This design comes from an exercise in tuning for small area on the open sky130 flow, not from production work.
Where RTL was checked, it was by simulation tests only, not by an equivalence proof against the original.
For runs 2 and 3, only the layout was checked, not whether the RTL still works.

$ cat flow/run.sh
#!/bin/bash
# synth_recipe.tcl (not shown) runs the flow's synth.tcl, then flattens the netlist and writes it again
# the make line also repeats each setting of config.mk as NAME=value (left out here)
make -C /OpenROAD-flow-scripts/flow DESIGN_CONFIG=/design/flow/config.mk WORK_HOME=/design/flow/orfs CLKGATE_MAP_FILE= SYNTH_SCRIPT=/design/flow/synth_recipe.tcl finish
$ cat flow/config.mk
export PLATFORM = sky130hd
export DESIGN_NAME = cim_node
export DESIGN_NICKNAME = cim_node
export VERILOG_FILES = /design/flow/design.v
export SDC_FILE = /design/flow/constraint.sdc
export NUM_CORES = 4
export LEC_CHECK = 0
export CAP_MARGIN = 20
export CORE_MARGIN = 2
export CORE_UTILIZATION = 40
export PLACE_DENSITY = 0.6
export SLEW_MARGIN = 20
$ cat flow/design.v
`timescale 1ns/1ps
`default_nettype none
module mac_engine (
    input  wire [15:0] x,
    input  wire [15:0] k,
    input  wire [15:0] acc,
    output wire [15:0] y
);
    wire one1;
    wire two2;
    wire neg3;
    wire one4;
    wire two5;
    wire neg6;
    wire one7;
    wire two8;
    wire neg9;
    wire one10;
    wire two11;
    wire neg12;
    wire one13;
    wire two14;
    wire neg15;
    wire one16;
    wire two17;
    wire neg18;
    wire one19;
    wire two20;
    wire neg21;
    wire one22;
    wire two23;
    wire neg24;
    wire pp25;
    wire pp26;
    wire pp27;
    wire pp28;
    wire pp29;
    wire pp30;
    wire pp31;
    wire pp32;
    wire pp33;
    wire pp34;
    wire pp35;
    wire pp36;
    wire pp37;
    wire pp38;
    wire pp39;
    wire pp40;
    wire pp41;
    wire pp42;
    wire pp43;
    wire pp44;
    wire pp45;
    wire pp46;
    wire pp47;
    wire pp48;
    wire pp49;
    wire pp50;
    wire pp51;
    wire pp52;
    wire pp53;
    wire pp54;
    wire pp55;
    wire pp56;
    wire pp57;
    wire pp58;
    wire pp59;
    wire pp60;
    wire pp61;
    wire pp62;
    wire pp63;
    wire pp64;
    wire pp65;
    wire pp66;
    wire pp67;
    wire pp68;
    wire pp69;
    wire pp70;
    wire pp71;
    wire pp72;
    wire pp73;
    wire pp74;
    wire pp75;
    wire pp76;
    wire pp77;
    wire pp78;
    wire pp79;
    wire pp80;
    wire pp81;
    wire pp82;
    wire pp83;
    wire pp84;
    wire pp85;
    wire pp86;
    wire pp87;
    wire pp88;
    wire pp89;
    wire pp90;
    wire pp91;
    wire pp92;
    wire pp93;
    wire pp94;
    wire pp95;
    wire pp96;
    wire pp97;
    wire pp98;
    wire pp99;
    wire pp100;
    wire pp101;
    wire pp102;
    wire pp103;
    wire pp104;
    wire pp105;
    wire pp106;
    wire pp107;
    wire pp108;
    wire pp109;
    wire pp110;
    wire pp111;
    wire pp112;
    wire pp113;
    wire pp114;
    wire pp115;
    wire pp116;
    wire pp117;
    wire pp118;
    wire pp119;
    wire pp120;
    wire pp121;
    wire pp122;
    wire pp123;
    wire pp124;
    wire pp125;
    wire pp126;
    wire pp127;
    wire pp128;
    wire pp129;
    wire pp130;
    wire pp131;
    wire pp132;
    wire pp133;
    wire pp134;
    wire pp135;
    wire pp136;
    wire pp137;
    wire pp138;
    wire pp139;
    wire pp140;
    wire pp141;
    wire pp142;
    wire pp143;
    wire pp144;
    wire pp145;
    wire pp146;
    wire pp147;
    wire pp148;
    wire pp149;
    wire pp150;
    wire pp151;
    wire s152;
    wire c153;
    wire s154;
    wire c155;
    wire s156;
    wire c157;
    wire s158;
    wire c159;
    wire s160;
    wire c161;
    wire s162;
    wire c163;
    wire s164;
    wire c165;
    wire s166;
    wire c167;
    wire s168;
    wire c169;
    wire s170;
    wire c171;
    wire s172;
    wire c173;
    wire s174;
    wire c175;
    wire s176;
    wire c177;
    wire s178;
    wire c179;
    wire s180;
    wire c181;
    wire s182;
    wire c183;
    wire s184;
    wire c185;
    wire s186;
    wire c187;
    wire s188;
    wire c189;
    wire s190;
    wire c191;
    wire s192;
    wire c193;
    wire s194;
    wire c195;
    wire s196;
    wire c197;
    wire s198;
    wire c199;
    wire s200;
    wire c201;
    wire s202;
    wire c203;
    wire s204;
    wire c205;
    wire s206;
    wire c207;
    wire s208;
    wire c209;
    wire s210;
    wire c211;
    wire s212;
    wire c213;
    wire s214;
    wire c215;
    wire s216;
    wire c217;
    wire s218;
    wire c219;
    wire s220;
    wire c221;
    wire s222;
    wire c223;
    wire s224;
    wire c225;
    wire s226;
    wire c227;
    wire s228;
    wire c229;
    wire s230;
    wire c231;
    wire s232;
    wire c233;
    wire s234;
    wire c235;
    wire s236;
    wire c237;
    wire s238;
    wire c239;
    wire s240;
    wire c241;
    wire s242;
    wire c243;
    wire s244;
    wire c245;
    wire s246;
    wire c247;
    wire s248;
    wire c249;
    wire s250;
    wire c251;
    wire s252;
    wire c253;
    wire s254;
    wire c255;
    wire s256;
    wire c257;
    wire s258;
    wire c259;
    wire s260;
    wire c261;
    wire s262;
    wire c263;
    wire s264;
    wire c265;
    wire s266;
    wire c267;
    wire s268;
    wire c269;
    wire s270;
    wire c271;
    wire s272;
    wire c273;
    wire s274;
    wire c275;
    wire s276;
    wire c277;
    wire s278;
    wire c279;
    wire s280;
    wire c281;
    wire s282;
    wire c283;
    wire s284;
    wire c285;
    wire s286;
    wire c287;
    wire s288;
    wire c289;
    wire s290;
    wire c291;
    wire s292;
    wire c293;
    wire s294;
    wire c295;
    wire s296;
    wire c297;
    wire s298;
    wire c299;
    wire s300;
    wire c301;
    wire s302;
    wire c303;
    wire s304;
    wire c305;
    wire s306;
    wire c307;
    wire s308;
    wire c309;
    wire s310;
    wire c311;
    wire s312;
    wire c313;
    wire s314;
    wire c315;
    wire s316;
    wire c317;
    wire s318;
    wire c319;
    wire s320;
    wire c321;
    wire s322;
    wire c323;
    wire s324;
    wire c325;
    wire s326;
    wire c327;
    wire s328;
    wire c329;
    wire s330;
    wire c331;
    wire s332;
    wire c333;
    wire s334;
    wire c335;
    wire s336;
    wire c337;
    wire s338;
    wire c339;
    wire s340;
    wire c341;
    wire s342;
    wire c343;
    wire s344;
    wire c345;
    wire s346;
    wire c347;
    wire s348;
    wire c349;
    wire s350;
    wire c351;
    wire s352;
    wire c353;
    wire s354;
    wire c355;
    wire s356;
    wire c357;
    wire s358;
    wire c359;
    wire s360;
    wire c361;
    wire s362;
    wire c363;
    wire s364;
    wire c365;
    wire s366;
    wire c367;
    wire s368;
    wire c369;
    wire s370;
    wire c371;
    wire s372;
    wire c373;
    wire s374;
    wire c375;
    wire s376;
    wire c377;
    wire s378;
    wire c379;
    wire s380;
    wire c381;
    wire s382;
    wire c383;
    wire s384;
    wire c385;
    wire s386;
    wire c387;
    wire [25:0] ra, rb;
    assign one1 = k[0] ^ 1'b0;
    assign two2 = (k[1] & ~k[0] & ~1'b0) | (~k[1] & k[0] & 1'b0);
    assign neg3 = k[1];
    assign one4 = k[2] ^ k[1];
    assign two5 = (k[3] & ~k[2] & ~k[1]) | (~k[3] & k[2] & k[1]);
    assign neg6 = k[3];
    assign one7 = k[4] ^ k[3];
    assign two8 = (k[5] & ~k[4] & ~k[3]) | (~k[5] & k[4] & k[3]);
    assign neg9 = k[5];
    assign one10 = k[6] ^ k[5];
    assign two11 = (k[7] & ~k[6] & ~k[5]) | (~k[7] & k[6] & k[5]);
    assign neg12 = k[7];
    assign one13 = k[8] ^ k[7];
    assign two14 = (k[9] & ~k[8] & ~k[7]) | (~k[9] & k[8] & k[7]);
    assign neg15 = k[9];
    assign one16 = k[10] ^ k[9];
    assign two17 = (k[11] & ~k[10] & ~k[9]) | (~k[11] & k[10] & k[9]);
    assign neg18 = k[11];
    assign one19 = k[12] ^ k[11];
    assign two20 = (k[13] & ~k[12] & ~k[11]) | (~k[13] & k[12] & k[11]);
    assign neg21 = k[13];
    assign one22 = k[14] ^ k[13];
    assign two23 = (k[15] & ~k[14] & ~k[13]) | (~k[15] & k[14] & k[13]);
    assign neg24 = k[15];
    assign pp25 = ((one1 & x[0]) | (two2 & 1'b0)) ^ neg3;
    assign pp26 = ((one1 & x[1]) | (two2 & x[0])) ^ neg3;
    assign pp27 = ((one1 & x[2]) | (two2 & x[1])) ^ neg3;
    assign pp28 = ((one1 & x[3]) | (two2 & x[2])) ^ neg3;
    assign pp29 = ((one1 & x[4]) | (two2 & x[3])) ^ neg3;
    assign pp30 = ((one1 & x[5]) | (two2 & x[4])) ^ neg3;
    assign pp31 = ((one1 & x[6]) | (two2 & x[5])) ^ neg3;
    assign pp32 = ((one1 & x[7]) | (two2 & x[6])) ^ neg3;
    assign pp33 = ((one1 & x[8]) | (two2 & x[7])) ^ neg3;
    assign pp34 = ((one1 & x[9]) | (two2 & x[8])) ^ neg3;
    assign pp35 = ((one1 & x[10]) | (two2 & x[9])) ^ neg3;
    assign pp36 = ((one1 & x[11]) | (two2 & x[10])) ^ neg3;
    assign pp37 = ((one1 & x[12]) | (two2 & x[11])) ^ neg3;
    assign pp38 = ((one1 & x[13]) | (two2 & x[12])) ^ neg3;
    assign pp39 = ((one1 & x[14]) | (two2 & x[13])) ^ neg3;
    assign pp40 = ((one1 & x[15]) | (two2 & x[14])) ^ neg3;
    assign pp41 = ~(((one1 & x[15]) | (two2 & x[15])) ^ neg3);
    assign pp42 = ((one4 & x[0]) | (two5 & 1'b0)) ^ neg6;
    assign pp43 = ((one4 & x[1]) | (two5 & x[0])) ^ neg6;
    assign pp44 = ((one4 & x[2]) | (two5 & x[1])) ^ neg6;
    assign pp45 = ((one4 & x[3]) | (two5 & x[2])) ^ neg6;
    assign pp46 = ((one4 & x[4]) | (two5 & x[3])) ^ neg6;
    assign pp47 = ((one4 & x[5]) | (two5 & x[4])) ^ neg6;
    assign pp48 = ((one4 & x[6]) | (two5 & x[5])) ^ neg6;
    assign pp49 = ((one4 & x[7]) | (two5 & x[6])) ^ neg6;
    assign pp50 = ((one4 & x[8]) | (two5 & x[7])) ^ neg6;
    assign pp51 = ((one4 & x[9]) | (two5 & x[8])) ^ neg6;
    assign pp52 = ((one4 & x[10]) | (two5 & x[9])) ^ neg6;
    assign pp53 = ((one4 & x[11]) | (two5 & x[10])) ^ neg6;
    assign pp54 = ((one4 & x[12]) | (two5 & x[11])) ^ neg6;
    assign pp55 = ((one4 & x[13]) | (two5 & x[12])) ^ neg6;
    assign pp56 = ((one4 & x[14]) | (two5 & x[13])) ^ neg6;
    assign pp57 = ((one4 & x[15]) | (two5 & x[14])) ^ neg6;
    assign pp58 = ~(((one4 & x[15]) | (two5 & x[15])) ^ neg6);
    assign pp59 = ((one7 & x[0]) | (two8 & 1'b0)) ^ neg9;
    assign pp60 = ((one7 & x[1]) | (two8 & x[0])) ^ neg9;
    assign pp61 = ((one7 & x[2]) | (two8 & x[1])) ^ neg9;
    assign pp62 = ((one7 & x[3]) | (two8 & x[2])) ^ neg9;
    assign pp63 = ((one7 & x[4]) | (two8 & x[3])) ^ neg9;
    assign pp64 = ((one7 & x[5]) | (two8 & x[4])) ^ neg9;
    assign pp65 = ((one7 & x[6]) | (two8 & x[5])) ^ neg9;
    assign pp66 = ((one7 & x[7]) | (two8 & x[6])) ^ neg9;
    assign pp67 = ((one7 & x[8]) | (two8 & x[7])) ^ neg9;
    assign pp68 = ((one7 & x[9]) | (two8 & x[8])) ^ neg9;
    assign pp69 = ((one7 & x[10]) | (two8 & x[9])) ^ neg9;
    assign pp70 = ((one7 & x[11]) | (two8 & x[10])) ^ neg9;
    assign pp71 = ((one7 & x[12]) | (two8 & x[11])) ^ neg9;
    assign pp72 = ((one7 & x[13]) | (two8 & x[12])) ^ neg9;
    assign pp73 = ((one7 & x[14]) | (two8 & x[13])) ^ neg9;
    assign pp74 = ((one7 & x[15]) | (two8 & x[14])) ^ neg9;
    assign pp75 = ~(((one7 & x[15]) | (two8 & x[15])) ^ neg9);
    assign pp76 = ((one10 & x[0]) | (two11 & 1'b0)) ^ neg12;
    assign pp77 = ((one10 & x[1]) | (two11 & x[0])) ^ neg12;
    assign pp78 = ((one10 & x[2]) | (two11 & x[1])) ^ neg12;
    assign pp79 = ((one10 & x[3]) | (two11 & x[2])) ^ neg12;
    assign pp80 = ((one10 & x[4]) | (two11 & x[3])) ^ neg12;
    assign pp81 = ((one10 & x[5]) | (two11 & x[4])) ^ neg12;
    assign pp82 = ((one10 & x[6]) | (two11 & x[5])) ^ neg12;
    assign pp83 = ((one10 & x[7]) | (two11 & x[6])) ^ neg12;
    assign pp84 = ((one10 & x[8]) | (two11 & x[7])) ^ neg12;
    assign pp85 = ((one10 & x[9]) | (two11 & x[8])) ^ neg12;
    assign pp86 = ((one10 & x[10]) | (two11 & x[9])) ^ neg12;
    assign pp87 = ((one10 & x[11]) | (two11 & x[10])) ^ neg12;
    assign pp88 = ((one10 & x[12]) | (two11 & x[11])) ^ neg12;
    assign pp89 = ((one10 & x[13]) | (two11 & x[12])) ^ neg12;
    assign pp90 = ((one10 & x[14]) | (two11 & x[13])) ^ neg12;
    assign pp91 = ((one10 & x[15]) | (two11 & x[14])) ^ neg12;
    assign pp92 = ~(((one10 & x[15]) | (two11 & x[15])) ^ neg12);
    assign pp93 = ((one13 & x[0]) | (two14 & 1'b0)) ^ neg15;
    assign pp94 = ((one13 & x[1]) | (two14 & x[0])) ^ neg15;
    assign pp95 = ((one13 & x[2]) | (two14 & x[1])) ^ neg15;
    assign pp96 = ((one13 & x[3]) | (two14 & x[2])) ^ neg15;
    assign pp97 = ((one13 & x[4]) | (two14 & x[3])) ^ neg15;
    assign pp98 = ((one13 & x[5]) | (two14 & x[4])) ^ neg15;
    assign pp99 = ((one13 & x[6]) | (two14 & x[5])) ^ neg15;
    assign pp100 = ((one13 & x[7]) | (two14 & x[6])) ^ neg15;
    assign pp101 = ((one13 & x[8]) | (two14 & x[7])) ^ neg15;
    assign pp102 = ((one13 & x[9]) | (two14 & x[8])) ^ neg15;
    assign pp103 = ((one13 & x[10]) | (two14 & x[9])) ^ neg15;
    assign pp104 = ((one13 & x[11]) | (two14 & x[10])) ^ neg15;
    assign pp105 = ((one13 & x[12]) | (two14 & x[11])) ^ neg15;
    assign pp106 = ((one13 & x[13]) | (two14 & x[12])) ^ neg15;
    assign pp107 = ((one13 & x[14]) | (two14 & x[13])) ^ neg15;
    assign pp108 = ((one13 & x[15]) | (two14 & x[14])) ^ neg15;
    assign pp109 = ~(((one13 & x[15]) | (two14 & x[15])) ^ neg15);
    assign pp110 = ((one16 & x[0]) | (two17 & 1'b0)) ^ neg18;
    assign pp111 = ((one16 & x[1]) | (two17 & x[0])) ^ neg18;
    assign pp112 = ((one16 & x[2]) | (two17 & x[1])) ^ neg18;
    assign pp113 = ((one16 & x[3]) | (two17 & x[2])) ^ neg18;
    assign pp114 = ((one16 & x[4]) | (two17 & x[3])) ^ neg18;
    assign pp115 = ((one16 & x[5]) | (two17 & x[4])) ^ neg18;
    assign pp116 = ((one16 & x[6]) | (two17 & x[5])) ^ neg18;
    assign pp117 = ((one16 & x[7]) | (two17 & x[6])) ^ neg18;
    assign pp118 = ((one16 & x[8]) | (two17 & x[7])) ^ neg18;
    assign pp119 = ((one16 & x[9]) | (two17 & x[8])) ^ neg18;
    assign pp120 = ((one16 & x[10]) | (two17 & x[9])) ^ neg18;
    assign pp121 = ((one16 & x[11]) | (two17 & x[10])) ^ neg18;
    assign pp122 = ((one16 & x[12]) | (two17 & x[11])) ^ neg18;
    assign pp123 = ((one16 & x[13]) | (two17 & x[12])) ^ neg18;
    assign pp124 = ((one16 & x[14]) | (two17 & x[13])) ^ neg18;
    assign pp125 = ((one16 & x[15]) | (two17 & x[14])) ^ neg18;
    assign pp126 = ((one19 & x[0]) | (two20 & 1'b0)) ^ neg21;
    assign pp127 = ((one19 & x[1]) | (two20 & x[0])) ^ neg21;
    assign pp128 = ((one19 & x[2]) | (two20 & x[1])) ^ neg21;
    assign pp129 = ((one19 & x[3]) | (two20 & x[2])) ^ neg21;
    assign pp130 = ((one19 & x[4]) | (two20 & x[3])) ^ neg21;
    assign pp131 = ((one19 & x[5]) | (two20 & x[4])) ^ neg21;
    assign pp132 = ((one19 & x[6]) | (two20 & x[5])) ^ neg21;
    assign pp133 = ((one19 & x[7]) | (two20 & x[6])) ^ neg21;
    assign pp134 = ((one19 & x[8]) | (two20 & x[7])) ^ neg21;
    assign pp135 = ((one19 & x[9]) | (two20 & x[8])) ^ neg21;
    assign pp136 = ((one19 & x[10]) | (two20 & x[9])) ^ neg21;
    assign pp137 = ((one19 & x[11]) | (two20 & x[10])) ^ neg21;
    assign pp138 = ((one19 & x[12]) | (two20 & x[11])) ^ neg21;
    assign pp139 = ((one19 & x[13]) | (two20 & x[12])) ^ neg21;
    assign pp140 = ((one22 & x[0]) | (two23 & 1'b0)) ^ neg24;
    assign pp141 = ((one22 & x[1]) | (two23 & x[0])) ^ neg24;
    assign pp142 = ((one22 & x[2]) | (two23 & x[1])) ^ neg24;
    assign pp143 = ((one22 & x[3]) | (two23 & x[2])) ^ neg24;
    assign pp144 = ((one22 & x[4]) | (two23 & x[3])) ^ neg24;
    assign pp145 = ((one22 & x[5]) | (two23 & x[4])) ^ neg24;
    assign pp146 = ((one22 & x[6]) | (two23 & x[5])) ^ neg24;
    assign pp147 = ((one22 & x[7]) | (two23 & x[6])) ^ neg24;
    assign pp148 = ((one22 & x[8]) | (two23 & x[7])) ^ neg24;
    assign pp149 = ((one22 & x[9]) | (two23 & x[8])) ^ neg24;
    assign pp150 = ((one22 & x[10]) | (two23 & x[9])) ^ neg24;
    assign pp151 = ((one22 & x[11]) | (two23 & x[10])) ^ neg24;
    assign s152 = pp39 ^ pp54;
    assign c153 = pp39 & pp54;
    assign s154 = pp40 ^ pp55;
    assign c155 = pp40 & pp55;
    assign s156 = pp41 ^ pp56 ^ pp71;
    assign c157 = (pp41 & pp56) | (pp71 & (pp41 ^ pp56));
    assign s158 = pp57 ^ pp72;
    assign c159 = pp57 & pp72;
    assign s160 = pp35 ^ pp50 ^ pp65;
    assign c161 = (pp35 & pp50) | (pp65 & (pp35 ^ pp50));
    assign s162 = pp36 ^ pp51 ^ pp66;
    assign c163 = (pp36 & pp51) | (pp66 & (pp36 ^ pp51));
    assign s164 = pp37 ^ pp52 ^ pp67;
    assign c165 = (pp37 & pp52) | (pp67 & (pp37 ^ pp52));
    assign s166 = pp82 ^ pp97 ^ pp112;
    assign c167 = (pp82 & pp97) | (pp112 & (pp82 ^ pp97));
    assign s168 = pp38 ^ pp53 ^ pp68;
    assign c169 = (pp38 & pp53) | (pp68 & (pp38 ^ pp53));
    assign s170 = pp83 ^ pp98 ^ pp113;
    assign c171 = (pp83 & pp98) | (pp113 & (pp83 ^ pp98));
    assign s172 = s152 ^ pp69 ^ pp84;
    assign c173 = (s152 & pp69) | (pp84 & (s152 ^ pp69));
    assign s174 = pp99 ^ pp114 ^ pp128;
    assign c175 = (pp99 & pp114) | (pp128 & (pp99 ^ pp114));
    assign s176 = pp140 ^ neg24;
    assign c177 = pp140 & neg24;
    assign s178 = s154 ^ pp70 ^ pp85;
    assign c179 = (s154 & pp70) | (pp85 & (s154 ^ pp70));
    assign s180 = pp100 ^ pp115 ^ pp129;
    assign c181 = (pp100 & pp115) | (pp129 & (pp100 ^ pp115));
    assign s182 = pp141 ^ acc[5] ^ c153;
    assign c183 = (pp141 & acc[5]) | (c153 & (pp141 ^ acc[5]));
    assign s184 = s156 ^ pp86 ^ pp101;
    assign c185 = (s156 & pp86) | (pp101 & (s156 ^ pp86));
    assign s186 = pp116 ^ pp130 ^ pp142;
    assign c187 = (pp116 & pp130) | (pp142 & (pp116 ^ pp130));
    assign s188 = 1'b1 ^ acc[6] ^ c155;
    assign c189 = (1'b1 & acc[6]) | (c155 & (1'b1 ^ acc[6]));
    assign s190 = s158 ^ pp87 ^ pp102;
    assign c191 = (s158 & pp87) | (pp102 & (s158 ^ pp87));
    assign s192 = pp117 ^ pp131 ^ pp143;
    assign c193 = (pp117 & pp131) | (pp143 & (pp117 ^ pp131));
    assign s194 = 1'b1 ^ acc[7] ^ c157;
    assign c195 = (1'b1 & acc[7]) | (c157 & (1'b1 ^ acc[7]));
    assign s196 = pp58 ^ pp73 ^ pp88;
    assign c197 = (pp58 & pp73) | (pp88 & (pp58 ^ pp73));
    assign s198 = pp103 ^ pp118 ^ pp132;
    assign c199 = (pp103 & pp118) | (pp132 & (pp103 ^ pp118));
    assign s200 = pp144 ^ acc[8] ^ c159;
    assign c201 = (pp144 & acc[8]) | (c159 & (pp144 ^ acc[8]));
    assign s202 = pp74 ^ pp89 ^ pp104;
    assign c203 = (pp74 & pp89) | (pp104 & (pp74 ^ pp89));
    assign s204 = pp119 ^ pp133 ^ pp145;
    assign c205 = (pp119 & pp133) | (pp145 & (pp119 ^ pp133));
    assign s206 = 1'b1 ^ acc[9];
    assign c207 = 1'b1 & acc[9];
    assign s208 = pp75 ^ pp90 ^ pp105;
    assign c209 = (pp75 & pp90) | (pp105 & (pp75 ^ pp90));
    assign s210 = pp120 ^ pp134 ^ pp146;
    assign c211 = (pp120 & pp134) | (pp146 & (pp120 ^ pp134));
    assign s212 = pp91 ^ pp106 ^ pp121;
    assign c213 = (pp91 & pp106) | (pp121 & (pp91 ^ pp106));
    assign s214 = pp135 ^ pp147;
    assign c215 = pp135 & pp147;
    assign s216 = pp92 ^ pp107 ^ pp122;
    assign c217 = (pp92 & pp107) | (pp122 & (pp92 ^ pp107));
    assign s218 = pp108 ^ pp123;
    assign c219 = pp108 & pp123;
    assign s220 = pp31 ^ pp46;
    assign c221 = pp31 & pp46;
    assign s222 = pp32 ^ pp47;
    assign c223 = pp32 & pp47;
    assign s224 = pp33 ^ pp48 ^ pp63;
    assign c225 = (pp33 & pp48) | (pp63 & (pp33 ^ pp48));
    assign s226 = pp78 ^ pp93;
    assign c227 = pp78 & pp93;
    assign s228 = pp34 ^ pp49 ^ pp64;
    assign c229 = (pp34 & pp49) | (pp64 & (pp34 ^ pp49));
    assign s230 = pp79 ^ pp94;
    assign c231 = pp79 & pp94;
    assign s232 = s160 ^ pp80 ^ pp95;
    assign c233 = (s160 & pp80) | (pp95 & (s160 ^ pp80));
    assign s234 = pp110 ^ neg18 ^ acc[0];
    assign c235 = (pp110 & neg18) | (acc[0] & (pp110 ^ neg18));
    assign s236 = s162 ^ pp81 ^ pp96;
    assign c237 = (s162 & pp81) | (pp96 & (s162 ^ pp81));
    assign s238 = pp111 ^ acc[1] ^ c161;
    assign c239 = (pp111 & acc[1]) | (c161 & (pp111 ^ acc[1]));
    assign s240 = s164 ^ s166 ^ pp126;
    assign c241 = (s164 & s166) | (pp126 & (s164 ^ s166));
    assign s242 = neg21 ^ acc[2] ^ c163;
    assign c243 = (neg21 & acc[2]) | (c163 & (neg21 ^ acc[2]));
    assign s244 = s168 ^ s170 ^ pp127;
    assign c245 = (s168 & s170) | (pp127 & (s168 ^ s170));
    assign s246 = acc[3] ^ c165 ^ c167;
    assign c247 = (acc[3] & c165) | (c167 & (acc[3] ^ c165));
    assign s248 = s172 ^ s174 ^ s176;
    assign c249 = (s172 & s174) | (s176 & (s172 ^ s174));
    assign s250 = acc[4] ^ c169 ^ c171;
    assign c251 = (acc[4] & c169) | (c171 & (acc[4] ^ c169));
    assign s252 = s178 ^ s180 ^ s182;
    assign c253 = (s178 & s180) | (s182 & (s178 ^ s180));
    assign s254 = c173 ^ c175 ^ c177;
    assign c255 = (c173 & c175) | (c177 & (c173 ^ c175));
    assign s256 = s184 ^ s186 ^ s188;
    assign c257 = (s184 & s186) | (s188 & (s184 ^ s186));
    assign s258 = c179 ^ c181 ^ c183;
    assign c259 = (c179 & c181) | (c183 & (c179 ^ c181));
    assign s260 = s190 ^ s192 ^ s194;
    assign c261 = (s190 & s192) | (s194 & (s190 ^ s192));
    assign s262 = c185 ^ c187 ^ c189;
    assign c263 = (c185 & c187) | (c189 & (c185 ^ c187));
    assign s264 = s196 ^ s198 ^ s200;
    assign c265 = (s196 & s198) | (s200 & (s196 ^ s198));
    assign s266 = c191 ^ c193 ^ c195;
    assign c267 = (c191 & c193) | (c195 & (c191 ^ c193));
    assign s268 = s202 ^ s204 ^ s206;
    assign c269 = (s202 & s204) | (s206 & (s202 ^ s204));
    assign s270 = c197 ^ c199 ^ c201;
    assign c271 = (c197 & c199) | (c201 & (c197 ^ c199));
    assign s272 = s208 ^ s210 ^ acc[10];
    assign c273 = (s208 & s210) | (acc[10] & (s208 ^ s210));
    assign s274 = c203 ^ c205 ^ c207;
    assign c275 = (c203 & c205) | (c207 & (c203 ^ c205));
    assign s276 = s212 ^ s214 ^ 1'b1;
    assign c277 = (s212 & s214) | (1'b1 & (s212 ^ s214));
    assign s278 = acc[11] ^ c209 ^ c211;
    assign c279 = (acc[11] & c209) | (c211 & (acc[11] ^ c209));
    assign s280 = s216 ^ pp136 ^ pp148;
    assign c281 = (s216 & pp136) | (pp148 & (s216 ^ pp136));
    assign s282 = acc[12] ^ c213 ^ c215;
    assign c283 = (acc[12] & c213) | (c215 & (acc[12] ^ c213));
    assign s284 = s218 ^ pp137 ^ pp149;
    assign c285 = (s218 & pp137) | (pp149 & (s218 ^ pp137));
    assign s286 = 1'b1 ^ acc[13] ^ c217;
    assign c287 = (1'b1 & acc[13]) | (c217 & (1'b1 ^ acc[13]));
    assign s288 = pp109 ^ pp124 ^ pp138;
    assign c289 = (pp109 & pp124) | (pp138 & (pp109 ^ pp124));
    assign s290 = pp150 ^ acc[14] ^ c219;
    assign c291 = (pp150 & acc[14]) | (c219 & (pp150 ^ acc[14]));
    assign s292 = pp125 ^ pp139 ^ pp151;
    assign c293 = (pp125 & pp139) | (pp151 & (pp125 ^ pp139));
    assign s294 = 1'b1 ^ acc[15];
    assign c295 = 1'b1 & acc[15];
    assign s296 = pp29 ^ pp44;
    assign c297 = pp29 & pp44;
    assign s298 = pp30 ^ pp45;
    assign c299 = pp30 & pp45;
    assign s300 = s220 ^ pp61 ^ pp76;
    assign c301 = (s220 & pp61) | (pp76 & (s220 ^ pp61));
    assign s302 = s222 ^ pp62 ^ pp77;
    assign c303 = (s222 & pp62) | (pp77 & (s222 ^ pp62));
    assign s304 = s224 ^ s226 ^ neg15;
    assign c305 = (s224 & s226) | (neg15 & (s224 ^ s226));
    assign s306 = s228 ^ s230 ^ c225;
    assign c307 = (s228 & s230) | (c225 & (s228 ^ s230));
    assign s308 = s232 ^ s234 ^ c229;
    assign c309 = (s232 & s234) | (c229 & (s232 ^ s234));
    assign s310 = s236 ^ s238 ^ c233;
    assign c311 = (s236 & s238) | (c233 & (s236 ^ s238));
    assign s312 = s240 ^ s242 ^ c237;
    assign c313 = (s240 & s242) | (c237 & (s240 ^ s242));
    assign s314 = s244 ^ s246 ^ c241;
    assign c315 = (s244 & s246) | (c241 & (s244 ^ s246));
    assign s316 = s248 ^ s250 ^ c245;
    assign c317 = (s248 & s250) | (c245 & (s248 ^ s250));
    assign s318 = s252 ^ s254 ^ c249;
    assign c319 = (s252 & s254) | (c249 & (s252 ^ s254));
    assign s320 = s256 ^ s258 ^ c253;
    assign c321 = (s256 & s258) | (c253 & (s256 ^ s258));
    assign s322 = s260 ^ s262 ^ c257;
    assign c323 = (s260 & s262) | (c257 & (s260 ^ s262));
    assign s324 = s264 ^ s266 ^ c261;
    assign c325 = (s264 & s266) | (c261 & (s264 ^ s266));
    assign s326 = s268 ^ s270 ^ c265;
    assign c327 = (s268 & s270) | (c265 & (s268 ^ s270));
    assign s328 = s272 ^ s274 ^ c269;
    assign c329 = (s272 & s274) | (c269 & (s272 ^ s274));
    assign s330 = s276 ^ s278 ^ c273;
    assign c331 = (s276 & s278) | (c273 & (s276 ^ s278));
    assign s332 = s280 ^ s282 ^ c277;
    assign c333 = (s280 & s282) | (c277 & (s280 ^ s282));
    assign s334 = s284 ^ s286 ^ c281;
    assign c335 = (s284 & s286) | (c281 & (s284 ^ s286));
    assign s336 = s288 ^ s290 ^ c285;
    assign c337 = (s288 & s290) | (c285 & (s288 ^ s290));
    assign s338 = s292 ^ s294 ^ c289;
    assign c339 = (s292 & s294) | (c289 & (s292 ^ s294));
    assign s340 = pp27 ^ pp42;
    assign c341 = pp27 & pp42;
    assign s342 = pp28 ^ pp43;
    assign c343 = pp28 & pp43;
    assign s344 = s296 ^ pp59 ^ neg9;
    assign c345 = (s296 & pp59) | (neg9 & (s296 ^ pp59));
    assign s346 = s298 ^ pp60 ^ c297;
    assign c347 = (s298 & pp60) | (c297 & (s298 ^ pp60));
    assign s348 = s300 ^ neg12 ^ c299;
    assign c349 = (s300 & neg12) | (c299 & (s300 ^ neg12));
    assign s350 = s302 ^ c221 ^ c301;
    assign c351 = (s302 & c221) | (c301 & (s302 ^ c221));
    assign s352 = s304 ^ c223 ^ c303;
    assign c353 = (s304 & c223) | (c303 & (s304 ^ c223));
    assign s354 = s306 ^ c227 ^ c305;
    assign c355 = (s306 & c227) | (c305 & (s306 ^ c227));
    assign s356 = s308 ^ c231 ^ c307;
    assign c357 = (s308 & c231) | (c307 & (s308 ^ c231));
    assign s358 = s310 ^ c235 ^ c309;
    assign c359 = (s310 & c235) | (c309 & (s310 ^ c235));
    assign s360 = s312 ^ c239 ^ c311;
    assign c361 = (s312 & c239) | (c311 & (s312 ^ c239));
    assign s362 = s314 ^ c243 ^ c313;
    assign c363 = (s314 & c243) | (c313 & (s314 ^ c243));
    assign s364 = s316 ^ c247 ^ c315;
    assign c365 = (s316 & c247) | (c315 & (s316 ^ c247));
    assign s366 = s318 ^ c251 ^ c317;
    assign c367 = (s318 & c251) | (c317 & (s318 ^ c251));
    assign s368 = s320 ^ c255 ^ c319;
    assign c369 = (s320 & c255) | (c319 & (s320 ^ c255));
    assign s370 = s322 ^ c259 ^ c321;
    assign c371 = (s322 & c259) | (c321 & (s322 ^ c259));
    assign s372 = s324 ^ c263 ^ c323;
    assign c373 = (s324 & c263) | (c323 & (s324 ^ c263));
    assign s374 = s326 ^ c267 ^ c325;
    assign c375 = (s326 & c267) | (c325 & (s326 ^ c267));
    assign s376 = s328 ^ c271 ^ c327;
    assign c377 = (s328 & c271) | (c327 & (s328 ^ c271));
    assign s378 = s330 ^ c275 ^ c329;
    assign c379 = (s330 & c275) | (c329 & (s330 ^ c275));
    assign s380 = s332 ^ c279 ^ c331;
    assign c381 = (s332 & c279) | (c331 & (s332 ^ c279));
    assign s382 = s334 ^ c283 ^ c333;
    assign c383 = (s334 & c283) | (c333 & (s334 ^ c283));
    assign s384 = s336 ^ c287 ^ c335;
    assign c385 = (s336 & c287) | (c335 & (s336 ^ c287));
    assign s386 = s338 ^ c291 ^ c337;
    assign c387 = (s338 & c291) | (c337 & (s338 ^ c291));
    assign ra = {s386, s384, s382, s380, s378, s376, s374, s372, s370, s368, s366, s364, s362, s360, s358, s356, s354, s352, s350, s348, s346, s344, s342, s340, pp26, pp25};
    assign rb = {c385, c383, c381, c379, c377, c375, c373, c371, c369, c367, c365, c363, c361, c359, c357, c355, c353, c351, c349, c347, c345, c343, c341, neg6, 1'b0, neg3};
    wire [25:0] sum = ra + rb;
    assign y = sum[25:10];
endmodule
`default_nettype wire
`timescale 1ns/1ps
`default_nettype none
module cim_node #(
    parameter logic [1:0] NODE_ID = 2'd0
) (
    input  logic clk,
    input  logic rst_n,
    input  logic [3:0] bus_op,
    input  logic [47:0] bus_data,
    input  logic [1:0] bus_target_or_sender,
    output logic [3:0] bus_out_op,
    output logic [47:0] bus_out_data,
    output logic [1:0] bus_out_target_or_sender,
    output logic bus_drive,
    output logic is_ready
);
    logic to_me;
    logic op_load_start;
    logic op_load;
    logic op_send;
    logic op_par_start;
    logic op_par;
    assign to_me = (bus_target_or_sender == NODE_ID);
    assign op_load_start = (bus_op == 4'd1);
    assign op_load = (bus_op == 4'd2);
    assign op_send = (bus_op == 4'd3) & to_me;
    assign op_par_start = (bus_op == 4'd5);
    assign op_par = (bus_op == 4'd6) & to_me;
    assign bus_out_target_or_sender = NODE_ID;
    logic [5:0] par_ptr;
    logic [1:0] par_lane;
    logic [15:0] lane_data;
    logic [15:0] kern [8];
    logic [15:0] bias;
    always_comb begin
        case (par_lane)
            2'd1: lane_data = bus_data[31:16];
            2'd2: lane_data = bus_data[47:32];
            default: lane_data = bus_data[15:0];
        endcase
    end
    always_ff @(posedge clk) begin
        if (op_par_start) begin
            par_ptr <= bus_data[5:0];
            par_lane <= 2'd0;
        end else if (op_par) begin
            par_ptr <= par_ptr + 6'd1;
            par_lane <= (par_lane == 2'd2) ? 2'd0 : par_lane + 2'd1;
        end
    end
    always_ff @(posedge clk) begin
        for (int j = 0; j < 8; j++) begin
            if (op_par && par_ptr == 6'(j)) kern[j] <= lane_data;
        end
        if (op_par && par_ptr == 6'd8) bias <= lane_data;
    end
    logic [4:0] wcnt;
    logic [7:0] ksel;
    logic [15:0] k_cur;
    logic [15:0] acc;
    logic [15:0] acc_base;
    logic [15:0] acc_next;
    always_ff @(posedge clk) begin
        if (op_load_start) begin
            wcnt <= '0;
        end else if (op_load) begin
            wcnt <= wcnt + 5'd1;
        end
    end
    always_comb begin
        for (int j = 0; j < 8; j++) ksel[j] = op_load & (wcnt[2:0] == 3'(j));
        k_cur = '0;
        for (int j = 0; j < 8; j++) k_cur = k_cur | (kern[j] & {16{ksel[j]}});
    end
    assign acc_base = ksel[0] ? bias : acc;
    mac_engine u_mac (
        .x(bus_data[15:0]),
        .k(k_cur),
        .acc(acc_base),
        .y(acc_next)
    );
    always_ff @(posedge clk) begin
        acc <= acc_next;
    end
    logic [1:0] phase;
    logic [15:0] ring [4];
    logic ins_pend;
    logic ins;
    logic ready;
    assign ins = ins_pend & (phase == wcnt[4:3]);
    always_ff @(posedge clk) begin
        ring[0] <= ring[1];
        ring[1] <= ring[2];
        ring[2] <= ring[3];
        ring[3] <= ins ? acc : ring[0];
    end
    always_ff @(posedge clk) begin
        if (!rst_n) begin
            phase <= 2'd0;
            ins_pend <= 1'b0;
            ready <= 1'b0;
        end else begin
            phase <= phase + 2'd1;
            if (op_load && wcnt[2:0] == 3'd7) begin
                ins_pend <= 1'b1;
            end else if (ins) begin
                ins_pend <= 1'b0;
            end
            if (op_load_start) begin
                ready <= 1'b0;
            end else if (ins && wcnt[4:3] == 2'd0) begin
                ready <= 1'b1;
            end
        end
    end
    assign is_ready = ready;
    logic send_pend;
    logic [1:0] send_phase;
    logic lane1_on;
    logic lane0_on;
    logic send_fire;
    assign send_fire = send_pend & (phase == send_phase);
    always_ff @(posedge clk) begin
        if (op_send) begin
            send_phase <= bus_data[1:0] + bus_data[17:16] + 2'd1;
            lane1_on <= bus_data[17];
            lane0_on <= bus_data[17] & bus_data[16];
        end
    end
    always_ff @(posedge clk) begin
        if (!rst_n) begin
            send_pend <= 1'b0;
            bus_drive <= 1'b0;
        end else begin
            bus_drive <= send_fire;
            if (op_send) begin
                send_pend <= 1'b1;
            end else if (send_fire) begin
                send_pend <= 1'b0;
            end
        end
    end
    assign bus_out_op = {1'b0, bus_drive, 2'b00};
    assign bus_out_data = {ring[2], ring[1] & {16{lane1_on}}, ring[0] & {16{lane0_on}}};
endmodule
`default_nettype wire
$ cat flow/constraint.sdc
create_clock -name core_clock -period 10.0 [get_ports {clk}]
set_input_delay 2.0000 -clock core_clock [delete_from_list [all_inputs] [get_ports {clk}]]
set_output_delay 2.0000 -clock core_clock [all_outputs]
set_load 0.01 [all_outputs]
==> flow_summary.yaml, run 1 <==
outcome:
  result_of_the_run: "timing/DRC/antenna clean"
route:
  num_vias: 12408
  remaining_drc_errors: 0
  vias_per_cell: 5.68
  drt.antenna.violating_nets: 0
  postRouteWirelength_microns: 47400
  route.detailed.wl_per_inst_microns: 21.7
  detailedRoute.firstPassIterationCount: 6
  drt-initial-drc-count: 1328
worst_setup_path:
  worst-path-max-fanout: 15
  worst_setup_path_startpoint: "bus_op[0]"
  critical_path_arrival_ns: 9.65
  worst_path_max_delay_cell: "sky130_fd_sc_hd__a2111oi_0"
  r2r-start: "wcnt[2]$_SDFFE_PP0N_"
  crit_family: "compound AO/OA/AOI/OAI gates"
  start_kind: "input pin"
  worstReg2RegEnd: "acc[10]$_DFF_P_"
  r2r_setup_slack_ns: 2.32
  worst_path_most_repeated_cell: "sky130_fd_sc_hd__fa_1"
  critPathCaptureType: "flop"
  reg2reg_depth: 25
  cp-endpoint: "acc[10]$_DFF_P_"
  worst-path-buf-inv: 6
  worst_ep_required_time_ns: 10.43
  cp.depth: 25
  slowest_delay_ns: 0.82
  criticalPathCategory: "input pin to flop"
global_route:
  grt_max_degree: 33
  first_global_vias: 11837
  globalRouteOverflowTotal: 0
  grt_pass1_wl_microns: 71800
  antenna_found_initial: 0
  grt_util_all_layers_pct: 22.4
layout:
  n_antenna_cell: 0
  postLayoutCoreUtil_pct: 46.9
  layout_commonest_cell: "sky130_fd_sc_hd__edfxtp_1"
  area_growth_pct: 15.8
  final_cell_mix: "sky130_fd_sc_hd__edfxtp_1 (154), sky130_fd_sc_hd__inv_1 (132), sky130_fd_sc_hd__a21oi_1 (115)"
  final-seq-area_sq_mm: 0.00649
  fillers: 3761
  multiInputGateArea_sq_mm: 0.00859
  final_nets: 1849
  fin_area_sq_mm: 0.0187
  final_layout_size_suffix_gt1_share_pct: 11.1
die:
  rows: 73
  design.portCount: 112
  fp.coreArea_sq_mm: 0.0398
  die_area_sq_mm: 0.0420
  die_width_microns: 205
  vertical_die_dimension_microns: 205
  initial_core_util_pct: 40.5
clocking:
  clkTransAtPathRegs_ns: 0.06
  cts_num_sinks: 247
  clock_tree.htree_level_count: 1
  cts_root_buffer: "sky130_fd_sc_hd__clkbuf_16"
  cts_hold_buf: 0
  cts_tree: "done"
  postCtsResizedCells: 0
  clock_latency_ns: 0.56
  cts_max_path_buffers: 3
  total_clock_buffers_created_by_cts: 26
  post_cts.repair.setup_buffers: 0
sta:
  setup_viol_count_final: 0
  hold_fails_final_rpt: 0
  fin_tns_setup_ns: 0
  finalCritPeriodShare_pct: 92.2
  min_period_ns: 9.22
  maxClockFrequency_mhz: 108
  timing.final.max_slew_violations: 0
  max_slew_margin_pct: 27.7
  final_critical_path_setup_slack_ns: 0.780
  finalClockSkew_ns: 0.00599
  tightest_slew_ns: 1.09
  grt_setup_unrepaired: "false"
synth:
  syn_avg_cell_area_sq_um: 10.3
  yosys_warnings: 3
  synthDistinctLibCells: 71
  synth.ff_latch_count: 247
  most_instantiated_flip_flop_cell_in_the_synthesis_netlist: "sky130_fd_sc_hd__edfxtp_1"
  synthCells: 1566
  synth_enable_flop_cells: 154
  async_flop_share_pct: 0
  synth-seq-area-share_pct: 40.2
  synth_area_sq_mm: 0.0161
place:
  post-place-ws_ns: 0.369
  placement.io_buffers: 106
  placed_cell_area_sq_mm: 0.0179
  hpwl_microns: 35400
  gp_congestion: 0.915
hold_path:
  holdPathStages: 0
  min_path_type: "flop to flop"
run:
  max_cap_viol_count: 0
through the flow:
| step | cells | hold WS (ns) |
|---|---|---|
| after global routing | 2186 | 0.330 |
| after detailed placement | 2141 | 0.312 |
| after CTS | 2186 | 0.325 |
| after floorplan | 1570 | 0.310 |
| after global placement | 2141 | 0.311 |
| final | 2186 | 0.325 |
worst min-delay path by stage:
stage / start / slack (ns) / end
global route: ring[3][8]$_DFF_P_ / 0.33 / ring[2][8]$_DFF_P_
detailed placement: ring[3][11]$_DFF_P_ / 0.31 / ring[2][11]$_DFF_P_
finish: ring[3][5]$_DFF_P_ / 0.33 / ring[2][5]$_DFF_P_
floorplan: ring[3][0]$_DFF_P_ / 0.31 / ring[2][0]$_DFF_P_
global placement: ring[3][8]$_DFF_P_ / 0.31 / ring[2][8]$_DFF_P_
CTS: ring[3][5]$_DFF_P_ / 0.33 / ring[2][5]$_DFF_P_
cells by family (layout without fill, tap and decap cells):
kind of cell / count (synthesis) / after routing / share of synthesized area, %
DFF: 247 / 247 / 40.2
AOI/OAI and AO/OA: 462 / 462 / 19.5
muxes: 78 / 78 / 5.12
other: 1 / 5 / 0.0232
buffers and inverters: 270 / 361 / 6.96
adders and majority gates: 149 / 149 / 15.9
and+or+nand+nor: 312 / 312 / 9.69
xor gates and xnor gates: 47 / 47 / 2.63
synthesized netlist by cell type (22+ instances only):
cell                         n  area, sq um
sky130_fd_sc_hd__nand2_1    73          274
sky130_fd_sc_hd__a21oi_1   115          576
sky130_fd_sc_hd__o21ai_0    86          430
sky130_fd_sc_hd__a211oi_1   29          218
sky130_fd_sc_hd__mux2_2     36          405
sky130_fd_sc_hd__and3_1     23          144
sky130_fd_sc_hd__buf_2      25          125
sky130_fd_sc_hd__clkbuf_1   84          315
sky130_fd_sc_hd__fa_1       93         1860
sky130_fd_sc_hd__a22oi_1    84          631
sky130_fd_sc_hd__nor2_1    105          394
sky130_fd_sc_hd__xnor2_1    22          193
sky130_fd_sc_hd__a221oi_1   37          324
sky130_fd_sc_hd__ha_1       56          701
sky130_fd_sc_hd__a22o_1     26          228
sky130_fd_sc_hd__and2_1     45          282
sky130_fd_sc_hd__o21ai_1    24          120
sky130_fd_sc_hd__dfxtp_1    93         1860
sky130_fd_sc_hd__mux2i_1    41          410
sky130_fd_sc_hd__inv_1     132          495
sky130_fd_sc_hd__xor2_1     24          210
sky130_fd_sc_hd__edfxtp_1  154         4620
routing by layer:
| layer | vias to the layer above | global-route usage [%] | routed length, microns |
|---|---|---|---|
| met3 | 84 | 3.88 | 3570 |
| li1 | 5754 | - | - |
| met5 | - | 0 | 0 |
| met4 | 0 | 5.73 | 1310 |
| met1 | 6034 | 30.6 | 20300 |
| met2 | 536 | 37.0 | 22200 |
sequential cells by signal (all words and copies together) (netlist names):
register	cells
par_lane	2
send_pend	1
kern	128
bus_drive	1
send_phase	2
ready	1
ins_pend	1
par_ptr	6
phase	2
ring	64
lane1_on	1
wcnt	5
bias	16
acc	16
lane0_on	1
cell type report:
cell class              count  area share, %
clock inverters            10          0.683
repair buffers            179           8.61
inverters                 137           2.75
clock buffers              35           3.82
multi-input cells        1053           45.9
flip-flops and latches    247           34.7
well taps                 525           3.51
==> inputs of run 2 (changes only) <==
--- a/flow/design.v
+++ b/flow/design.v
@@ -783,7 +783,14 @@
     assign c387 = (s338 & c291) | (c337 & (s338 ^ c291));
     assign ra = {s386, s384, s382, s380, s378, s376, s374, s372, s370, s368, s366, s364, s362, s360, s358, s356, s354, s352, s350, s348, s346, s344, s342, s340, pp26, pp25};
     assign rb = {c385, c383, c381, c379, c377, c375, c373, c371, c369, c367, c365, c363, c361, c359, c357, c355, c353, c351, c349, c347, c345, c343, c341, neg6, 1'b0, neg3};
-    wire [25:0] sum = ra + rb;
+    wire [26:0] cy;
+    wire [25:0] sum;
+    assign cy[0] = 1'b0;
+    genvar gi;
+    for (gi = 0; gi < 26; gi = gi + 1) begin : g_rc
+        assign sum[gi] = ra[gi] ^ rb[gi] ^ cy[gi];
+        assign cy[gi+1] = (ra[gi] & rb[gi]) | (cy[gi] & (ra[gi] ^ rb[gi]));
+    end
     assign y = sum[25:10];
 endmodule
 `default_nettype wire
--- a/flow/config.mk
+++ b/flow/config.mk
@@ -5,6 +5,7 @@
 export SDC_FILE = /design/flow/constraint.sdc
 export NUM_CORES = 4
 export LEC_CHECK = 0
+export ABC_AREA = 1
 export CAP_MARGIN = 20
 export CORE_MARGIN = 2
 export CORE_UTILIZATION = 40
==> flow_summary.yaml, run 2 <==
outcome:
  result_of_the_run: "finished with violations"
  so_faults: "setup timing"
place:
  placed_cell_area_sq_mm: 0.0174
  hpwl_microns: 31600
  placement.io_buffers: 106
  post-place-ws_ns: -2.72
  place.detailed.instances: 2125
  gp_congestion: 0.910
die:
  die_area_sq_mm: 0.0386
  initial_core_util_pct: 40.6
  die_width_microns: 196
  vertical_die_dimension_microns: 196
  rows: 70
  design.portCount: 112
  fp.coreArea_sq_mm: 0.0365
clocking:
  cts_hold_buf: 0
  total_clock_buffers_created_by_cts: 27
  cts_root_buffer: "sky130_fd_sc_hd__clkbuf_16"
  cts_max_path_buffers: 3
  cts_num_sinks: 247
  cts_tree: "done"
  clkTransAtPathRegs_ns: 0.06
  clock_tree.htree_level_count: 1
  clock_latency_ns: 0.55
layout:
  n_antenna_cell: 0
  biggestRegsByFlops: "kern x128, ring x64"
  multiInputGateArea_sq_mm: 0.00743
  final_layout_size_suffix_gt1_share_pct: 20.2
  largest_register_ff_count: 128
  finalNonFillerCells: 2192
  final-seq-area_sq_mm: 0.00649
  final_cell_mix: "sky130_fd_sc_hd__nand2_1 (270), sky130_fd_sc_hd__inv_1 (198), sky130_fd_sc_hd__buf_4 (157)"
  final_nets: 1908
  layout_commonest_cell: "sky130_fd_sc_hd__nand2_1"
  fin_area_sq_mm: 0.0187
  register_name_with_the_most_flops: "kern"
  postLayoutCoreUtil_pct: 51.3
  area_growth_pct: 26.4
  fillers: 3294
sta:
  min_period_ns: 11.48
  timing.final.max_slew_violations: 0
  hold_fails_final_rpt: 0
  fin_tns_setup_ns: -3.63
  final_critical_path_setup_slack_ns: -1.48
  grt_setup_unrepaired: "true"
  finalCritPeriodShare_pct: 115
  finalHoldWorstSlack_ns: 0.324
  max_slew_margin_pct: 22.6
  finalClockSkew_ns: 0.0127
  setup_viol_count_final: 5
  tightest_slew_ns: 1.16
  maxClockFrequency_mhz: 87.1
global_route:
  grt_util_all_layers_pct: 21.5
  globalRouteOverflowTotal: 0
  grt_max_degree: 33
  first_global_vias: 11247
  grt_pass1_wl_microns: 63500
  antenna_found_initial: 0
synth:
  post_synth_most_frequent_cells: "sky130_fd_sc_hd__nand2_1 (283), sky130_fd_sc_hd__inv_1 (203), sky130_fd_sc_hd__edfxtp_1 (154), sky130_fd_sc_hd__xor2_1 (120), sky130_fd_sc_hd__fa_1 (108)"
  synth_enable_flop_cells: 154
  syn_avg_cell_area_sq_um: 10.1
  synthDistinctLibCells: 43
  yosys_warnings: 3
  synthCells: 1462
  async_flop_share_pct: 0
  post-synth-top-area-cell: "sky130_fd_sc_hd__edfxtp_1"
  synth.top_cells.by_area: "sky130_fd_sc_hd__edfxtp_1 (31%), sky130_fd_sc_hd__fa_1 (15%), sky130_fd_sc_hd__dfxtp_1 (13%)"
  yosys.area.top_type_share_pct: 31.2
  yosysMostFrequentCell: "sky130_fd_sc_hd__nand2_1"
  synth-seq-area-share_pct: 43.8
  most_instantiated_flip_flop_cell_in_the_synthesis_netlist: "sky130_fd_sc_hd__edfxtp_1"
  synth.ff_latch_count: 247
  synth_area_sq_mm: 0.0148
hold_path:
  worst_hold_launch: "ring[3][11]$_DFF_P_"
  holdPathEnd: "ring[2][11]$_DFF_P_"
  min_path_type: "flop to flop"
  holdPathStages: 0
route:
  drt.antenna.violating_nets: 0
  remaining_drc_errors: 0
  drt-initial-drc-count: 818
  postRouteWirelength_microns: 41100
  num_vias: 11124
  route.detailed.wl_per_inst_microns: 18.7
  vias_per_cell: 5.07
  detailedRoute.firstPassIterationCount: 7
worst_setup_path:
  worst_path_most_repeated_cell: "sky130_fd_sc_hd__fa_2"
  worst_ep_required_time_ns: 10.44
  critical_path_arrival_ns: 11.91
  start_kind: "input pin"
  reg2reg_depth: 37
  r2r-start: "wcnt[0]$_SDFFE_PP0N_"
  r2r_setup_slack_ns: -0.48
  critPathCaptureType: "flop"
  slowest_delay_ns: 0.57
  worst_path_max_delay_cell: "sky130_fd_sc_hd__fa_1"
  worstReg2RegEnd: "acc[15]$_DFF_P_"
  worst-path-max-fanout: 6
  criticalPathCategory: "input pin to flop"
run:
  max_cap_viol_count: 0
run 2: cells by family (layout without fill, tap and decap cells):
| kind of cell | after synthesis | in the layout | synth area share (%) |
|---|---|---|---|
| simple gates | 430 | 431 | 12.4 |
| buf+inv | 291 | 548 | 8.15 |
| flops | 247 | 247 | 43.8 |
| compound gates | 215 | 215 | 9.91 |
| fa+ha+maj | 149 | 149 | 18.1 |
| xor+xnor | 129 | 129 | 7.72 |
| other cells | 1 | 5 | 0.0253 |
run 2: layout make-up:
class	instances	area share [%]
clock buffer	32	3.87
clock inverter	18	1.10
inverter	218	4.44
multi-input combinational	929	39.7
sequential	247	34.6
tap	468	3.13
timing repair buffer	280	13.2
run 2: worst max-delay path by stage:
| stage | start | to | slack [ns] |
|---|---|---|---|
| finish | bus_op[1] | acc[15]$_DFF_P_ | -1.48 |
| global route | bus_op[1] | acc[15]$_DFF_P_ | -1.79 |
| CTS | bus_op[1] | acc[15]$_DFF_P_ | -1.45 |
| detailed placement | bus_op[1] | acc[15]$_DFF_P_ | -2.72 |
| global placement | bus_op[1] | acc[15]$_DFF_P_ | -2.65 |
| floorplan | bus_op[1] | acc[15]$_DFF_P_ | -1.72 |
run 2: critical path: cells and delay by family:
family | cells | cell delay, ns
adders and majority gates | 19 | 7.32
buffers and inverters | 7 | 0.80
xor gates and xnor gates | 4 | 0.70
AOI/OAI and AO/OA | 3 | 0.60
and+or+nand+nor | 6 | 0.48
run 2: routing by layer:
metal	track usage (%)	part of all wire, %	wire length, microns	vias up
met2	34.9	46	18900	367
met5	0	0	0	-
li1	-	-	-	5258
met1	29.6	45	18400	5420
met4	7.94	3.7	1540	0
met3	2.77	5.5	2250	79
run 2: repair_timing:
action / in CTS / in global routing
gates cloned: 1 / 0
pin swaps: 36 / 15
setup endpoints to repair: 6 / 5
hold endpoints to repair: 0 / 0
setup buffers: 12 / 4
gates resized for setup: 67 / 7
==> inputs of run 3 (changes only) <==
--- a/flow/design.v
+++ b/flow/design.v
@@ -783,15 +783,72 @@
     assign c387 = (s338 & c291) | (c337 & (s338 ^ c291));
     assign ra = {s386, s384, s382, s380, s378, s376, s374, s372, s370, s368, s366, s364, s362, s360, s358, s356, s354, s352, s350, s348, s346, s344, s342, s340, pp26, pp25};
     assign rb = {c385, c383, c381, c379, c377, c375, c373, c371, c369, c367, c365, c363, c361, c359, c357, c355, c353, c351, c349, c347, c345, c343, c341, neg6, 1'b0, neg3};
-    wire [26:0] cy;
-    wire [25:0] sum;
-    assign cy[0] = 1'b0;
+    wire [10:0] lc;
+    assign lc[0] = 1'b0;
     genvar gi;
-    for (gi = 0; gi < 26; gi = gi + 1) begin : g_rc
-        assign sum[gi] = ra[gi] ^ rb[gi] ^ cy[gi];
-        assign cy[gi+1] = (ra[gi] & rb[gi]) | (cy[gi] & (ra[gi] ^ rb[gi]));
+    for (gi = 0; gi < 10; gi = gi + 1) begin : g_lc
+        assign lc[gi+1] = (ra[gi] & rb[gi]) | (lc[gi] & (ra[gi] | rb[gi]));
     end
-    assign y = sum[25:10];
+    wire [8:0] b0c;
+    wire [7:0] b0s;
+    assign b0c[0] = lc[10];
+    assign b0s[0] = ra[10] ^ rb[10] ^ b0c[0];
+    assign b0c[1] = (ra[10] & rb[10]) | (b0c[0] & (ra[10] ^ rb[10]));
+    assign b0s[1] = ra[11] ^ rb[11] ^ b0c[1];
+    assign b0c[2] = (ra[11] & rb[11]) | (b0c[1] & (ra[11] ^ rb[11]));
+    assign b0s[2] = ra[12] ^ rb[12] ^ b0c[2];
+    assign b0c[3] = (ra[12] & rb[12]) | (b0c[2] & (ra[12] ^ rb[12]));
+    assign b0s[3] = ra[13] ^ rb[13] ^ b0c[3];
+    assign b0c[4] = (ra[13] & rb[13]) | (b0c[3] & (ra[13] ^ rb[13]));
+    assign b0s[4] = ra[14] ^ rb[14] ^ b0c[4];
+    assign b0c[5] = (ra[14] & rb[14]) | (b0c[4] & (ra[14] ^ rb[14]));
+    assign b0s[5] = ra[15] ^ rb[15] ^ b0c[5];
+    assign b0c[6] = (ra[15] & rb[15]) | (b0c[5] & (ra[15] ^ rb[15]));
+    assign b0s[6] = ra[16] ^ rb[16] ^ b0c[6];
+    assign b0c[7] = (ra[16] & rb[16]) | (b0c[6] & (ra[16] ^ rb[16]));
+    assign b0s[7] = ra[17] ^ rb[17] ^ b0c[7];
+    assign b0c[8] = (ra[17] & rb[17]) | (b0c[7] & (ra[17] | rb[17]));
+    wire [8:0] b1c0;
+    wire [7:0] b1s0;
+    assign b1c0[0] = 1'b0;
+    assign b1s0[0] = ra[18] ^ rb[18] ^ b1c0[0];
+    assign b1c0[1] = (ra[18] & rb[18]) | (b1c0[0] & (ra[18] | rb[18]));
+    assign b1s0[1] = ra[19] ^ rb[19] ^ b1c0[1];
+    assign b1c0[2] = (ra[19] & rb[19]) | (b1c0[1] & (ra[19] | rb[19]));
+    assign b1s0[2] = ra[20] ^ rb[20] ^ b1c0[2];
+    assign b1c0[3] = (ra[20] & rb[20]) | (b1c0[2] & (ra[20] | rb[20]));
+    assign b1s0[3] = ra[21] ^ rb[21] ^ b1c0[3];
+    assign b1c0[4] = (ra[21] & rb[21]) | (b1c0[3] & (ra[21] | rb[21]));
+    assign b1s0[4] = ra[22] ^ rb[22] ^ b1c0[4];
+    assign b1c0[5] = (ra[22] & rb[22]) | (b1c0[4] & (ra[22] | rb[22]));
+    assign b1s0[5] = ra[23] ^ rb[23] ^ b1c0[5];
+    assign b1c0[6] = (ra[23] & rb[23]) | (b1c0[5] & (ra[23] | rb[23]));
+    assign b1s0[6] = ra[24] ^ rb[24] ^ b1c0[6];
+    assign b1c0[7] = (ra[24] & rb[24]) | (b1c0[6] & (ra[24] | rb[24]));
+    assign b1s0[7] = ra[25] ^ rb[25] ^ b1c0[7];
+    assign b1c0[8] = (ra[25] & rb[25]) | (b1c0[7] & (ra[25] | rb[25]));
+    wire [8:0] b1c1;
+    wire [7:0] b1s1;
+    assign b1c1[0] = 1'b1;
+    assign b1s1[0] = ra[18] ^ rb[18] ^ b1c1[0];
+    assign b1c1[1] = (ra[18] & rb[18]) | (b1c1[0] & (ra[18] | rb[18]));
+    assign b1s1[1] = ra[19] ^ rb[19] ^ b1c1[1];
+    assign b1c1[2] = (ra[19] & rb[19]) | (b1c1[1] & (ra[19] | rb[19]));
+    assign b1s1[2] = ra[20] ^ rb[20] ^ b1c1[2];
+    assign b1c1[3] = (ra[20] & rb[20]) | (b1c1[2] & (ra[20] | rb[20]));
+    assign b1s1[3] = ra[21] ^ rb[21] ^ b1c1[3];
+    assign b1c1[4] = (ra[21] & rb[21]) | (b1c1[3] & (ra[21] | rb[21]));
+    assign b1s1[4] = ra[22] ^ rb[22] ^ b1c1[4];
+    assign b1c1[5] = (ra[22] & rb[22]) | (b1c1[4] & (ra[22] | rb[22]));
+    assign b1s1[5] = ra[23] ^ rb[23] ^ b1c1[5];
+    assign b1c1[6] = (ra[23] & rb[23]) | (b1c1[5] & (ra[23] | rb[23]));
+    assign b1s1[6] = ra[24] ^ rb[24] ^ b1c1[6];
+    assign b1c1[7] = (ra[24] & rb[24]) | (b1c1[6] & (ra[24] | rb[24]));
+    assign b1s1[7] = ra[25] ^ rb[25] ^ b1c1[7];
+    assign b1c1[8] = (ra[25] & rb[25]) | (b1c1[7] & (ra[25] | rb[25]));
+    wire [7:0] b1s;
+    assign b1s = b0c[8] ? b1s1 : b1s0;
+    assign y = {b1s, b0s};
 endmodule
 `default_nettype wire
 `timescale 1ns/1ps
@@ -856,6 +913,7 @@
     logic [15:0] acc;
     logic [15:0] acc_base;
     logic [15:0] acc_next;
+    logic [15:0] x_in;
     always_ff @(posedge clk) begin
         if (op_load_start) begin
             wcnt <= '0;
@@ -864,13 +922,14 @@
         end
     end
     always_comb begin
-        for (int j = 0; j < 8; j++) ksel[j] = op_load & (wcnt[2:0] == 3'(j));
+        for (int j = 0; j < 8; j++) ksel[j] = (wcnt[2:0] == 3'(j));
         k_cur = '0;
         for (int j = 0; j < 8; j++) k_cur = k_cur | (kern[j] & {16{ksel[j]}});
     end
-    assign acc_base = ksel[0] ? bias : acc;
+    assign acc_base = (op_load & ksel[0]) ? bias : acc;
+    assign x_in = bus_data[15:0] & {16{op_load}};
     mac_engine u_mac (
-        .x(bus_data[15:0]),
+        .x(x_in),
         .k(k_cur),
         .acc(acc_base),
         .y(acc_next)
--- a/flow/config.mk
+++ b/flow/config.mk
@@ -5,7 +5,6 @@
 export SDC_FILE = /design/flow/constraint.sdc
 export NUM_CORES = 4
 export LEC_CHECK = 0
-export ABC_AREA = 1
 export CAP_MARGIN = 20
 export CORE_MARGIN = 2
 export CORE_UTILIZATION = 40
==> flow_summary.yaml, run 3 <==
worst_setup_path:
  slowest_delay_ns: 0.54
  criticalPathCategory: "input pin to flop"
  worst_ep_required_time_ns: 10.50
  worst_setup_path_startpoint: "bus_op[0]"
  cp-endpoint: "acc[15]$_DFF_P_"
  worstReg2RegEnd: "acc[15]$_DFF_P_"
  worst_path_max_delay_cell: "sky130_fd_sc_hd__fa_1"
  reg2reg_depth: 40
  critPathCaptureType: "flop"
  critical_path_arrival_ns: 11.36
  worst-path-max-fanout: 5
  start_kind: "input pin"
synth:
  post-synth-top-area-cell: "sky130_fd_sc_hd__edfxtp_1"
  post_synth_most_frequent_cells: "sky130_fd_sc_hd__edfxtp_1 (154), sky130_fd_sc_hd__clkbuf_1 (121), sky130_fd_sc_hd__fa_1 (107), sky130_fd_sc_hd__a21oi_1 (103), sky130_fd_sc_hd__nor2_1 (99)"
  yosys.area_share.xor_xnor_pct: 2.11
  synth_area_sq_mm: 0.0162
  synth-seq-area-share_pct: 40.0
  combinational_family_with_the_most_area_after_synthesis: "compound AO/OA/AOI/OAI gates"
  synthDistinctLibCells: 64
  yosysMostFrequentCell: "sky130_fd_sc_hd__edfxtp_1"
  synth-simple-area-share_pct: 9.53
  area_share_of_fa_ha_maj_cells_after_synthesis_pct: 18.5
  most_instantiated_flip_flop_cell_in_the_synthesis_netlist: "sky130_fd_sc_hd__edfxtp_1"
  synth.top_cells.by_area: "sky130_fd_sc_hd__edfxtp_1 (29%), sky130_fd_sc_hd__fa_1 (13%), sky130_fd_sc_hd__dfxtp_1 (11%)"
  yosys.area.top_type_share_pct: 28.6
  synth.area.mux_share_pct: 2.91
  synth_enable_flop_cells: 154
layout:
  largest_register_ff_count: 128
  final_layout_size_suffix_gt1_share_pct: 20.3
  final_nets: 1978
  area_growth_pct: 24.5
  final_cell_mix: "sky130_fd_sc_hd__buf_4 (203), sky130_fd_sc_hd__edfxtp_1 (154), sky130_fd_sc_hd__a21oi_1 (99), sky130_fd_sc_hd__clkdlybuf4s50_1 (99), sky130_fd_sc_hd__nor2_1 (96)"
  biggestRegsByFlops: "kern x128, ring x64"
  layout_commonest_cell: "sky130_fd_sc_hd__buf_4"
  multiInputGateArea_sq_mm: 0.00899
clocking:
  clock_tree.htree_level_count: 1
  cts_max_path_buffers: 3
  clock_latency_ns: 0.56
global_route:
  grt_max_degree: 55
  globalRouteOverflowTotal: 0
  grt_pass1_wl_microns: 78500
  antenna_found_initial: 1
  first_global_vias: 13026
hold_path:
  min_path_type: "flop to flop"
sta:
  finalCritPeriodShare_pct: 109
  setup_viol_count_final: 2
  finalClockSkew_ns: 0.00976
  grt_setup_unrepaired: "true"
  tightest_slew_ns: 1.05
  finalHoldWorstSlack_ns: 0.325
  final_critical_path_setup_slack_ns: -0.869
  timing.final.max_slew_violations: 0
  max_slew_margin_pct: 29.8
outcome:
  so_faults: "setup timing"
  result_of_the_run: "finished with violations"
die:
  vertical_die_dimension_microns: 205
  die_area_sq_mm: 0.0421
  fp.coreArea_sq_mm: 0.0398
route:
  postRouteWirelength_microns: 51900
  remaining_drc_errors: 0
  drt-initial-drc-count: 1957
  route.detailed.wl_per_inst_microns: 22.3
  vias_per_cell: 5.88
place:
  post-place-ws_ns: -2.12
  placement.io_buffers: 106
  hpwl_microns: 39200
  gp_congestion: 0.937
[run 3: repair_timing]
action	CTS	global route
gates cloned	1	0
resized for setup	56	26
endpoints found under the setup margin	4	3
setup buffers	7	1
pin swaps	22	21
[run 3: how the worst min path moves through the flow]
stage                   startpoint                  end  slack (ns)  depth (start not counted)
2_1_floorplan   ring[3][0]$_DFF_P_   ring[2][0]$_DFF_P_        0.31                          0
3_3_place_gp   ring[3][10]$_DFF_P_  ring[2][10]$_DFF_P_        0.31                          0
3_5_place_dp   ring[3][11]$_DFF_P_  ring[2][11]$_DFF_P_        0.31                          0
4_1_cts        ring[3][11]$_DFF_P_  ring[2][11]$_DFF_P_        0.33                          0
5_1_grt         ring[3][1]$_DFF_P_   ring[2][1]$_DFF_P_        0.33                          0
6_report        ring[3][1]$_DFF_P_   ring[2][1]$_DFF_P_        0.33                          0
[run 3: cells by family (layout without fill, tap and decap cells)]
group,count (synthesis),after routing
AOI/OAI and AO/OA,489,489
other,1,6
buffers and inverters,256,463
and+or+nand+nor,328,328
xor gates and xnor gates,39,39
DFF,247,247
muxes,44,44
adders and majority gates,184,184
[run 3: layout make-up]
cell class,instances,area share (%)
multi-input cells,1089,44.6
clock inverters,14,0.770
flip-flops and latches,247,32.2
clock buffers,33,3.46
well taps,525,3.26
diodes,1,0.0124
inverters,89,1.66
repair buffers,327,14.1
[run 3: layer usage]
layer  GRT usage (%)  vias up  part of all wire (%)
met5               0        -                     0
met4            4.75        0                   1.9
met3            3.06       75                   7.7
met2            41.6      637                    48
met1            33.8     6709                    43
li1                -     6245                     -
[run 3: worst max-delay path: cells and delay by family]
family,cells,cell delay [ns]
simple gates,3,0.44
buf+inv,8,0.72
fa+ha+maj,18,6.74
compound gates,4,0.41
xor+xnor,7,1.05
[run 3: through the flow]
step	utilization (%)	area [sq um]	TNS, ns	std cells
2_1_floorplan	-	16400	-2.09	1592
3_3_place_gp	47.8	19000	-4.74	2269
3_5_place_dp	47.8	19000	-5.24	2269
4_1_cts	50.4	20100	-1.21	2324
5_1_grt	50.6	20200	-1.66	2324
6_report	50.6	20200	-0.960	2325

## static timing again, ports no longer ideal
In the flow no input, the clock included, has a driving cell. The finished layouts below were timed again as built, in two steps.
Step 1 (the two cells are an assumption about what drives the block):
set clk [get_ports {clk}]
set_driving_cell -lib_cell sky130_fd_sc_hd__clkbuf_16 $clk
set_driving_cell -lib_cell sky130_fd_sc_hd__buf_2 [delete_from_list [all_inputs] $clk]
Step 2 moves the port delays by t, midway between the first and last clock arrival at a register: inputs arrive t later, outputs are due t later. That takes back most of the time a late clock gives input paths.
Three values: ideal, step 1, step 2; two values: the first two.
| run | t, ns | slack for setup (ns) | latest minus earliest clock arrival (ns) | worst data-port slew with drivers (ns) |
|---|---|---|---|---|
| run 1 | 0.609 | 0.780 / 0.809 / 0.201 | 0.007 / 0.007 | 0.04 |
| run 2 | 0.596 | -1.478 / -1.466 / -2.062 | 0.016 / 0.016 | 0.05 |
| run 3 | 0.615 | -0.869 / -0.851 / -1.467 | 0.013 / 0.013 | 0.06 |
The setup slack of run 3, which loses most, moves by +0.018 ns with the drivers and by -0.598 ns with both steps.
